Context: an optimization exercise on an open-source flow, tuned for small area, a short achievable clock period and few clock cycles per item. The choices shown serve that exercise and are no tape-out recipe. Function was not checked in any run shown here: the RTL went through the layout flow alone. Power and IR drop assume default switching activity.

<file path="flow/design.v">
package hps_pkg;
  localparam int unsigned MAX_DISTANCE = 2560;
  localparam logic [7:0] PULSE_LEVEL = 8'd210;
  localparam logic [8:0] T_ON1_END   = 9'd45;
  localparam logic [8:0] T_OFF1_END  = 9'd165;
  localparam logic [8:0] T_ON2_END   = 9'd210;
  localparam logic [8:0] T_OFF2_END  = 9'd470;
  localparam logic [14:0] RESET_THRESHOLD = 15'd13;
  localparam logic [15:0] RESET_COOLDOWN  = 16'd500;
  localparam logic FUNC_TICK   = 1'b0;
  localparam logic FUNC_PACKET = 1'b1;
endpackage
module hps_cfg_regs (
  input  logic        clk_i,
  input  logic        rst_ni,
  input  logic        cfg_valid_i,
  output logic        cfg_ready_o,
  input  logic        cfg_index_i,
  input  logic [15:0] cfg_data_i,
  output logic [14:0] thr_o,
  output logic [15:0] cool_o
);
  assign cfg_ready_o = 1'b1;
  always_ff @(posedge clk_i or negedge rst_ni) begin
    if (!rst_ni) begin
      thr_o  <= hps_pkg::RESET_THRESHOLD;
      cool_o <= hps_pkg::RESET_COOLDOWN;
    end else if (cfg_valid_i) begin
      if (cfg_index_i) cool_o <= cfg_data_i;
      else             thr_o  <= cfg_data_i[14:0];
    end
  end
endmodule
module hps_step (
  input  logic [14:0] thr_i,
  input  logic [15:0] distance_i,
  output logic        near_o,     
  output logic [7:0]  t_o,
  output logic        e_o
);
  logic [14:0] mag;
  logic        far;
  logic        c;
  logic [17:0] m, v, z;
  assign mag = distance_i[14:0];
  always_comb begin
    c = 1'b0;
    for (int i = 0; i < 15; i++) c = (mag[i] & ~thr_i[i]) | ((mag[i] | ~thr_i[i]) & c);
  end
  assign near_o = !distance_i[15] && !c;
  assign far = distance_i[15] || (mag[14:12] != 3'd0) || (mag[11] && (mag[10] || mag[9]));
  assign m   = {6'd0, mag[11:0]};
  assign v   = (m << 4) + m;       
  assign z   = (v << 1) + v;       
  assign t_o = z[16:9] | {8{far}};
  assign e_o = (mag[8:0] != 9'd0) && !far;
endmodule
module haptic_pattern_sequencer (
  input  logic               clk_i,
  input  logic               rst_ni,
  input  logic               cfg_valid_i,
  output logic               cfg_ready_o,
  input  logic [0:0]         cfg_index_i,
  input  logic [15:0]        cfg_data_i,
  input  logic               in_valid_i,
  output logic               in_stall_o,
  input  logic               func_i,
  input  logic signed [15:0] distance_i,
  output logic               out_valid_o,
  input  logic               out_stall_i,
  output logic [7:0]         motor_level_o,
  output logic               level_written_o,
  output logic               pattern_active_o,
  output logic               pattern_started_o
);
  logic [14:0] thr;
  logic [15:0] cool;
  hps_cfg_regs u_cfg (
    .clk_i       (clk_i),
    .rst_ni      (rst_ni),
    .cfg_valid_i (cfg_valid_i),
    .cfg_ready_o (cfg_ready_o),
    .cfg_index_i (cfg_index_i[0]),
    .cfg_data_i  (cfg_data_i),
    .thr_o       (thr),
    .cool_o      (cool)
  );
  logic ir_v, p_v, k_v, go_q, out_v;
  logic mv, bv, adv, fire, accept;
  assign mv         = !k_v;                      
  assign bv         = k_v || p_v;                
  assign adv        = !out_v || !out_stall_i;    
  assign fire       = adv && bv;
  assign in_stall_o = !go_q;      
  assign accept     = in_valid_i && !k_v;
  always_ff @(posedge clk_i or negedge rst_ni) begin
    if (!rst_ni) begin
      ir_v  <= 1'b0;
      p_v   <= 1'b0;
      k_v     <= 1'b0;
      go_q    <= 1'b1;
      out_v   <= 1'b0;
    end else begin
      if (mv) begin
        ir_v <= accept;
        p_v  <= ir_v;
      end
      k_v     <= bv && !adv;
      go_q    <= !(bv && !adv);
      if (adv) out_v <= bv;
    end
  end
  logic        ir_func;
  logic [15:0] ir_dist;
  logic        d_near, d_e;
  logic [7:0]  d_t;
  logic        p_func, p_near, p_e, k_func, k_near, k_e;
  logic [7:0]  p_t, k_t;
  hps_step u_step (
    .thr_i      (thr),
    .distance_i (ir_dist),
    .near_o     (d_near),
    .t_o        (d_t),
    .e_o        (d_e)
  );
  always_ff @(posedge clk_i) begin
    if (mv) begin
      ir_func <= func_i;
      ir_dist <= distance_i;
      p_func  <= ir_func;
      p_near  <= d_near;
      p_t     <= d_t;
      p_e     <= d_e;
      k_func  <= p_func;
      k_near  <= p_near;
      k_t     <= p_t;
      k_e     <= p_e;
    end
  end
  logic        b_func, b_near;
  logic [7:0]  b_t, b_guide;
  logic        b_e;
  logic [16:0] since_q, since_inc;
  logic        gt_q, gt_next;
  logic        active_q;
  logic [7:0]  level_q;
  logic        written_q, started_q;
  logic        tick, trans, start;
  logic [8:0]  t;
  assign b_func  = k_v ? k_func  : p_func;
  assign b_near  = k_v ? k_near  : p_near;
  assign b_t     = k_v ? k_t     : p_t;
  assign b_e     = k_v ? k_e     : p_e;
  assign b_guide = ~(b_t + {7'd0, b_e});
  assign tick      = (b_func == hps_pkg::FUNC_TICK);
  assign t         = since_q[8:0];
  always_comb begin
    logic c;
    for (int k = 0; k < 17; k += 4) begin
      c = &(since_q | ~((17'd1 << k) - 17'd1));
      for (int i = k; i < k + 4 && i < 17; i++) begin
        since_inc[i] = since_q[i] ^ c;
        c = c & since_q[i];
      end
    end
    if (since_q[16]) since_inc = since_q;
  end
  always_comb begin
    logic g;
    g = bv && tick;
    for (int i = 0; i < 16; i++) g = (since_q[i] & ~cool[i]) | ((since_q[i] | ~cool[i]) & g);
    gt_next = since_q[16] | g;
  end
  assign trans = tick && active_q &&
                 (t == hps_pkg::T_ON1_END - 9'd1 || t == hps_pkg::T_OFF1_END - 9'd1 ||
                  t == hps_pkg::T_ON2_END - 9'd1 || t == hps_pkg::T_OFF2_END - 9'd1);
  assign start = bv && !tick && b_near && !active_q && gt_q;
  logic [16:0] since_n;
  logic [7:0]  level_n;
  logic        active_n, written_n;
  always_comb begin
    since_n   = since_q;
    level_n   = level_q;
    active_n  = active_q;
    written_n = tick ? trans : !active_q;
    if (bv) begin
      if (tick) begin
        since_n = since_inc;
        if (trans) begin
          level_n  = (t == hps_pkg::T_OFF1_END - 9'd1) ? hps_pkg::PULSE_LEVEL : 8'd0;
          active_n = (t != hps_pkg::T_OFF2_END - 9'd1);
        end
      end else if (!active_q) begin
        if (start) since_n = 17'd0;
        level_n  = start ? hps_pkg::PULSE_LEVEL : b_guide;
        active_n = start;
      end
    end
  end
  always_ff @(posedge clk_i or negedge rst_ni) begin
    if (!rst_ni) begin
      since_q  <= '0;
      active_q <= 1'b0;
      level_q  <= '0;
    end else if (adv) begin
      since_q  <= since_n;
      active_q <= active_n;
      level_q  <= level_n;
    end
  end
  always_ff @(posedge clk_i) begin
    if (adv) begin
      written_q <= written_n;
      started_q <= start;
      gt_q      <= !start && gt_next;
    end
  end
  assign out_valid_o       = out_v;
  assign motor_level_o     = level_q;
  assign level_written_o   = written_q;
  assign pattern_active_o  = active_q;
  assign pattern_started_o = started_q;
endmodule
</file>
<file path="flow/flow/run.sh">
#!/bin/bash
# Standard layout, with the smallest buffer on each port, and a clock tree of larger sink
# clusters without dummy loads.
set -euo pipefail
bash standard.sh \
  "BUFFER_PORTS_ARGS=-buffer_cell sky130_fd_sc_hd__buf_1" \
  "CTS_ARGS=-sink_clustering_enable -repair_clock_nets -dont_use_dummy_load -buf_list {sky130_fd_sc_hd__clkbuf_4 sky130_fd_sc_hd__clkbuf_8} -sink_clustering_size 40 -sink_clustering_max_diameter 60" \
  finish > standard_flow.log 2>&1
</file>
<file path="flow/standard.sh">
#!/bin/bash
# synth_recipe.tcl (not shown) runs the flow's synth.tcl, then flattens the netlist and writes it again
# the make line also repeats each setting of config.mk as NAME=value (left out here)
make -C /OpenROAD-flow-scripts/flow DESIGN_CONFIG=/design/flow/config.mk WORK_HOME=/design/flow/orfs CLKGATE_MAP_FILE= SYNTH_SCRIPT=/design/flow/synth_recipe.tcl "${@:-finish}"
</file>
<file path="flow/config.mk">
export PLATFORM = sky130hd
export DESIGN_NAME = haptic_pattern_sequencer
export DESIGN_NICKNAME = haptic_pattern_sequencer
export VERILOG_FILES = /design/flow/design.v
export SDC_FILE = /design/flow/constraint.sdc
export NUM_CORES = 4
export LEC_CHECK = 0
export ABC_AREA = 1
export CAP_MARGIN = 20
export CORE_MARGIN = 2
export CORE_UTILIZATION = 70
export SETUP_SLACK_MARGIN = 5
export SLEW_MARGIN = 20
</file>
<file path="flow/constraint.sdc">
create_clock -name core_clock -period 9.5 [get_ports {clk_i}]
set_input_delay 1.9000 -clock core_clock [delete_from_list [all_inputs] [get_ports {clk_i}]]
set_output_delay 1.9000 -clock core_clock [all_outputs]
set_load 0.01 [all_outputs]
</file>
==> flow_summary.ini, run 1 <==
[place]
gp_congestion = 0.833
dp_hpwl_um = 8430
port_buffers = 51

[routing]
drc = 0
viasPerCell = 5.34
num_vias = 4340
drt_iter0_drc = 187
wl_per_cell_um = 13.5
firstDrtPassIters = 4
detail-route-antenna-nets = 0
drt-total-wl_um = 11000

[worst_setup_path]
reg2reg_depth = 19
required_ns = 9.56
crit_arrival_ns = 3.71
start_kind = flip-flop
crit_fanout = 6
path_class = flip-flop to flip-flop
endpoint_kind = flip-flop

[floorplan]
die_area_mm2 = 0.00900
start_util_pct = 71.4
rows = 33
fp.dieH_um = 94.9
die_w_um = 94.9
core_mm2 = 0.00809
ios = 53

[synth]
synth_area_mm2 = 0.00578
yosys_warnings = 3
async_flop_share_pct = 59.6
synth_cells = 660
synth_edf_count = 31
synthDistinctLibCells = 51
syn-num-nets = 738
syn_avg_cell_area_um2 = 8.76
synth_seq_area_share_pct = 47.0
ys_ff_latch = 104
synth_ff_type = dfrtp_1

[pwr]
power_w = 0.00177
power_density_mw_per_mm2 = 287
max-vdd-ir-drop_v = 0.000177
p_leak_nw = 2.96

[cells_and_area]
antennaDiodeCount = 0
nets = 788
syn2layout_area_growth_pct = 6.60
multiInputGateArea_mm2 = 0.00251
drive_gt1_share_pct = 10.3
fillerInstances = 596
seq_area_mm2 = 0.00272

[timing]
hold_viol = 0
hold_ws_ns = 0.429
max_freq_ghz = 0.274
finalSetupTns_ns = 0
slew_headroom_pct = 40.1
rsz0062_at_grt = false
fin_skew_ns = 0.0296
setup_viol = 0
slew_violations = 0
worstMarginPinSlew_ns = 0.896
finalCritPeriodShare_pct = 38.4
timing.final.crit_period_ns = 3.64

[clocking]
ctsHoldBuffers = 0
cts_buffers = 9
insertion_delay_ns = 0.36
cts_root_buf = clkbuf_8
clock-sinks = 104
htreeDepth = 3
clk_pin_slew_ns = 0.08
post_cts_buffers = 0
clock_tree.buffer_depth = 2
ctsResizeCount = 0
cts_tree = built

[outcome]
status = no timing/DRC/antenna violations

[global_route]
grt_pass1_vias = 4206
grt_use_total_pct = 26.7
grt-ovfl-total = 0
grt_max_degree = 63
antenna_found_initial = 0
grt_pass1_wl_um = 18600

[worst_hold_path]
worstHoldPathType = flip-flop to flip-flop
min_path_cells = 0

[run]
maxCapViolCount = 0
state kept, by name, indices dropped and copies added, names as in the netlist, 8 cells and up:
name	flops
since_q	17
ir_dist	16
u_cfg.cool_o	16
u_cfg.thr_o	15
k_t	8
level_q	8
p_t	8
cell usage in the layout (no fill, tap or decap), drive strengths merged, types with 2 or more instances in the layout:
cell type | synthesis | layout
nand2 | 159 | 159
inv | 129 | 129
o21ai | 61 | 61
dfrtp | 52 | 52
buf | 7 | 51
ha | 38 | 38
edfxtp | 31 | 31
a21oi | 29 | 29
nor2 | 22 | 22
o22ai | 20 | 20
nand3 | 18 | 18
xor2 | 13 | 13
dfxtp | 11 | 11
dfstp | 10 | 10
or2 | 10 | 10
clkbuf | 6 | 10
nor4 | 6 | 6
nand4 | 5 | 5
a22o | 5 | 5
nor3 | 4 | 4
xnor2 | 4 | 4
a21o | 3 | 3
o31ai | 3 | 3
o21bai | 3 | 3
o211ai | 2 | 2
per-stage QoR:
step / cells / util [%] / instance area [um2] / worst slack (ns)
after global placement: 804 / 74.6 / 6040 / 6.09
after detailed placement: 804 / 74.6 / 6040 / 5.92
after global routing: 813 / 76.2 / 6160 / 5.61
final: 813 / 76.2 / 6160 / 5.86
after floorplan: 660 / - / 5780 / 6.27
after CTS: 813 / 76.2 / 6160 / 5.89
final timing paths:
path                                 startpoint                    endpoint  slack (ns)
max                        ir_dist[4]$_DFFE_PN_            p_t[7]$_DFFE_PN_        5.86
max in group asynchronous                rst_ni  u_cfg.thr_o[4]$_DFFE_PN0P_        7.27
max reg2reg                ir_dist[4]$_DFFE_PN_            p_t[7]$_DFFE_PN_        5.86
min reg2reg                   ir_func$_DFFE_PN_            p_func$_DFFE_PN_        0.43
min                           ir_func$_DFFE_PN_            p_func$_DFFE_PN_        0.43
min in group asynchronous                rst_ni      level_q[2]$_DFFE_PN0P_        1.68
worst max-delay path, cell delays in order (launching register included):
cell	delay, ns
edfxtp_1	0.47
ha_1	0.25
fa_1	0.41
a21oi_1	0.18
o21bai_1	0.13
nand2_1	0.09
a21oi_1	0.06
nor2_1	0.11
xor2_1	0.15
inv_1	0.09
ha_1	0.37
a21oi_1	0.19
nor2_1	0.07
nor2_1	0.13
nand3_1	0.12
a21o_1	0.20
a21oi_1	0.17
inv_1	0.07
nand2_1	0.07
nand3_1	0.06
report_power, final:
part	internal (W)	switching [W]	leakage (nW)	total [W]
sequential	0.000591	0.0000854	1.17	0.000676
combinational	0.000322	0.000560	1.73	0.000881
clock	0.0000853	0.000126	0.0647	0.000211
total	0.000998	0.000771	2.96	0.00177
kinds of logic (layout without fill, tap and decap cells):
group,Yosys count,count (layout),share of synthesized area [%]
simple gates,225,225,17.3
flops,104,104,47.0
compound gates,131,131,14.6
fa+ha+maj,39,39,8.57
buf+inv,142,190,9.69
xor+xnor,17,17,2.71
other cells,1,1,0.0649
mux,1,1,0.173
Yosys cell counts, drive strengths merged (5+ instances only):
master | number | area, um2
dfstp | 10 | 263
o21ai | 61 | 313
nand4 | 5 | 31.3
a21oi | 29 | 171
ha | 38 | 475
dfrtp | 52 | 1300
a22o | 5 | 43.8
dfxtp | 11 | 220
inv | 129 | 487
or2 | 10 | 62.6
o22ai | 20 | 188
nor4 | 6 | 37.5
edfxtp | 31 | 931
xor2 | 13 | 121
buf | 7 | 51.3
nand3 | 18 | 95.1
clkbuf | 6 | 22.5
nand2 | 159 | 633
nor2 | 22 | 113
area by class of cell:
| cell class | count | area share, % |
|---|---|---|
| clock buffer | 9 | 2.01 |
| multi-input combinational | 414 | 40.7 |
| tap | 105 | 2.13 |
| timing repair buffer | 52 | 3.25 |
| sequential | 104 | 44.1 |
| inverter | 129 | 7.90 |
per-layer routing:
metal	vias to the layer above	global-route usage (%)	routed length [um]
met5	-	0	0
met4	0	7.37	97
met3	8	3.67	432
li1	2230	-	-
met2	95	46.1	5350
met1	2007	35.2	5090
==> run 2, diff against run 1 <==
--- a/flow/flow/run.sh
+++ b/flow/flow/run.sh
@@ -5,4 +5,5 @@
 bash standard.sh \
   "BUFFER_PORTS_ARGS=-buffer_cell sky130_fd_sc_hd__buf_1" \
   "CTS_ARGS=-sink_clustering_enable -repair_clock_nets -dont_use_dummy_load -buf_list {sky130_fd_sc_hd__clkbuf_4 sky130_fd_sc_hd__clkbuf_8} -sink_clustering_size 40 -sink_clustering_max_diameter 60" \
+  "SETUP_SLACK_MARGIN=6.05" \
   finish > standard_flow.log 2>&1
==> flow_summary.ini, run 2 <==
[worst_setup_path]
path_class = flip-flop to flip-flop
crit_fanout = 6
crit_arrival_ns = 3.48
endpoint_kind = flip-flop
start_kind = flip-flop
required_ns = 9.59

[timing]
rsz0062_at_grt = false
slew_violations = 0
fin_skew_ns = 0.0302
setup_viol = 0
slew_headroom_pct = 39.5
max_freq_ghz = 0.295
finalCritPeriodShare_pct = 35.7
finalSetupTns_ns = 0
worstMarginPinSlew_ns = 0.905
timing.final.crit_period_ns = 3.39
timing.final.ws_setup_ns = 6.11
hold_viol = 0

[routing]
wl_met1_um = 5160
drt-total-wl_um = 11600
num_vias = 4514
firstDrtPassIters = 5
routed.top_layer = met5
drc = 0
detail-route-antenna-nets = 0
wl_per_cell_um = 14.0
wl_met2_um = 5710
drt_iter0_drc = 227
wl_met3_um = 518
viasPerCell = 5.47

[synth]
yosysMostFrequentCell = nand2_1
synth_top_area_share_pct = 22.5
syn_avg_cell_area_um2 = 8.76
synth_cells = 660
yosysTopAreaCell = dfrtp_1
synth_area_mm2 = 0.00578
muxShareOfSynthArea_pct = 0.173
syn-num-nets = 738
synth_ff_type = dfrtp_1
yosys.area_share.simple_pct = 17.3
ys_ff_latch = 104
synthDistinctLibCells = 51
synth_seq_area_share_pct = 47.0
synth_xor_area_share_pct = 2.71
synth_edf_count = 31
synth_area_leaders = dfrtp_1 23%, edfxtp_1 16%, nand2_1 10%
synth_compound_area_share_pct = 14.6
synth_common_cells = 154 x nand2_1, 119 x inv_1, 52 x dfrtp_1
synth_fa_ha_area_share_pct = 8.57
async_flop_share_pct = 59.6
synth_top_family_by_area = simple AND/OR/NAND/NOR gates
yosys_warnings = 3

[run]
maxCapViolCount = 0

[cells_and_area]
antennaDiodeCount = 0
top_regs = since_q (17), ir_dist (16), u_cfg.cool_o (16)
layout_common_cells = 154 x nand2_1, 118 x inv_1, 52 x dfrtp_1
largest-register = since_q
final_common_cell = nand2_1
nets = 800
largest_register_ffs = 17
fillerInstances = 553
drive_gt1_share_pct = 13.9
syn2layout_area_growth_pct = 10.1

[global_route]
grt_use_total_pct = 26.7
grt_pass1_vias = 4217
antenna_found_initial = 1
grt_pass1_wl_um = 18600
grt-ovfl-total = 0
grt_max_degree = 63

[outcome]
status = no timing/DRC/antenna violations

[place]
port_buffers = 51
dp_hpwl_um = 8430
gp_congestion = 0.833
dp_slack_ns = 5.92

[worst_hold_path]
worstHoldPathType = flip-flop to flip-flop

[clocking]
clock-sinks = 104
clock_tree.buffer_depth = 2
htreeDepth = 3
cts_tree = built
ctsHoldBuffers = 0
clk_pin_slew_ns = 0.08
cts_root_buf = clkbuf_8
cts_buffers = 9
insertion_delay_ns = 0.36

[floorplan]
core_mm2 = 0.00809
ios = 53
die_w_um = 94.9
die_area_mm2 = 0.00900
rows = 33
start_util_pct = 71.4
fp.dieH_um = 94.9

[pwr]
p_leak_nw = 3.02
max-vdd-ir-drop_v = 0.000205
power_density_mw_per_mm2 = 300
run 2: cell count changes in the layout (fill, tap and decap cells not counted), moves of 3 or more:
cell / delta
a21oi_1: -4
a21oi_2: +3
buf_4: +12
ha_1: -7
ha_4: +6
run 2: critical path: stages (launching register included):
cell	delay, ns
edfxtp_1	0.47
buf_4	0.18
fa_2	0.39
a21oi_2	0.18
o21bai_2	0.10
nand2_1	0.07
a21oi_1	0.06
nor2_1	0.11
xor2_1	0.18
inv_2	0.09
ha_4	0.27
a21oi_2	0.14
nor2_1	0.06
nor2_1	0.12
nand3_1	0.12
a21o_1	0.22
buf_4	0.14
a21oi_1	0.14
o21ai_0	0.11
run 2: area by class of cell:
| class | count | area, um2 | share of cell area, % |
|---|---|---|---|
| flip-flops and latches | 104 | 2720 | 42.6 |
| multi-input cells | 414 | 2620 | 41.1 |
| inverters | 129 | 487 | 7.65 |
| repair buffers | 64 | 290 | 4.56 |
| well taps | 105 | 131 | 2.06 |
| clock buffers | 9 | 124 | 1.95 |
run 2: layer usage:
| layer | track usage [%] | vias to the layer above |
|---|---|---|
| met5 | 0 | - |
| met4 | 7.85 | 2 |
| met3 | 3.67 | 25 |
| met2 | 46.0 | 125 |
| met1 | 35.3 | 2100 |
| li1 | - | 2262 |
run 2: power breakdown:
group / internal [W] / switching [W]
combinational: 0.000406 / 0.000616
clock: 0.0000854 / 0.000126
sequential: 0.000591 / 0.0000861
run 2: kinds of logic after synthesis:
logic type | Yosys count
AOI/OAI and AO/OA | 131
buffers and inverters | 142
muxes | 1
and+or+nand+nor | 225
xor gates and xnor gates | 17
DFF | 104
other | 1
adders and majority gates | 39
run 2: per-stage QoR:
step                      instance area (um2)  hold slack (ns)  util (%)  instances  power (W)
after global routing                     6370            0.445      78.7        825    0.00208
after CTS                                6210            0.430      76.7        815    0.00180
after floorplan                          5780            0.400         -        660    0.00136
after detailed placement                 6040            0.412      74.6        804    0.00156
final                                    6370            0.430      78.7        825    0.00191
after global placement                   6040            0.401      74.6        804    0.00150
run 2: final timing paths:
check	startpoint	to	slack, ns	cells after the start
worst max-delay path	ir_dist[5]$_DFFE_PN_	p_t[5]$_DFFE_PN_	6.11	18
worst min-delay path	ir_func$_DFFE_PN_	p_func$_DFFE_PN_	0.43	0
worst max register to register	ir_dist[5]$_DFFE_PN_	p_t[5]$_DFFE_PN_	6.11	18
worst min register to register	ir_func$_DFFE_PN_	p_func$_DFFE_PN_	0.43	0
max in group asynchronous	rst_ni	u_cfg.thr_o[4]$_DFFE_PN0P_	7.26	2
min in group asynchronous	rst_ni	level_q[2]$_DFFE_PN0P_	1.69	2
run 2: what timing repair did:
action	in CTS	in global routing
setup buffers	2	10
setup endpoints to repair	3	4
pin swaps	0	6
resized for setup	4	12

## port drivers added, routing unchanged
How much do the figures lean on ideal ports? The routed layouts below were timed once more, with nothing changed but the port constraints.
Step 1: set_driving_cell puts a clkbuf_16 on clk_i and a buf_2 on each other input, an assumption about the parent block.
Step 2 times the ports against the registers' clock, not the clock port: input delays grow and output delays shrink by t, the midpoint of the rising clock arrivals with the driver on.
Slacks: no drivers / after step 1 / after step 2; pairs: no drivers / after step 1.
run	shift t [ns]	setup WS [ns]	worst hold slack (ns)	slew at the worst register clock pin (ns)	worst data-port slew with drivers (ns)
run 1	0.376	5.856 / 5.856 / 5.856	0.429 / 0.429 / 0.429	0.10 / 0.10	0.04
run 2	0.374	6.107 / 6.107 / 6.107	0.430 / 0.430 / 0.430	0.10 / 0.10	0.04
After both steps setup and hold are still met in every run listed.
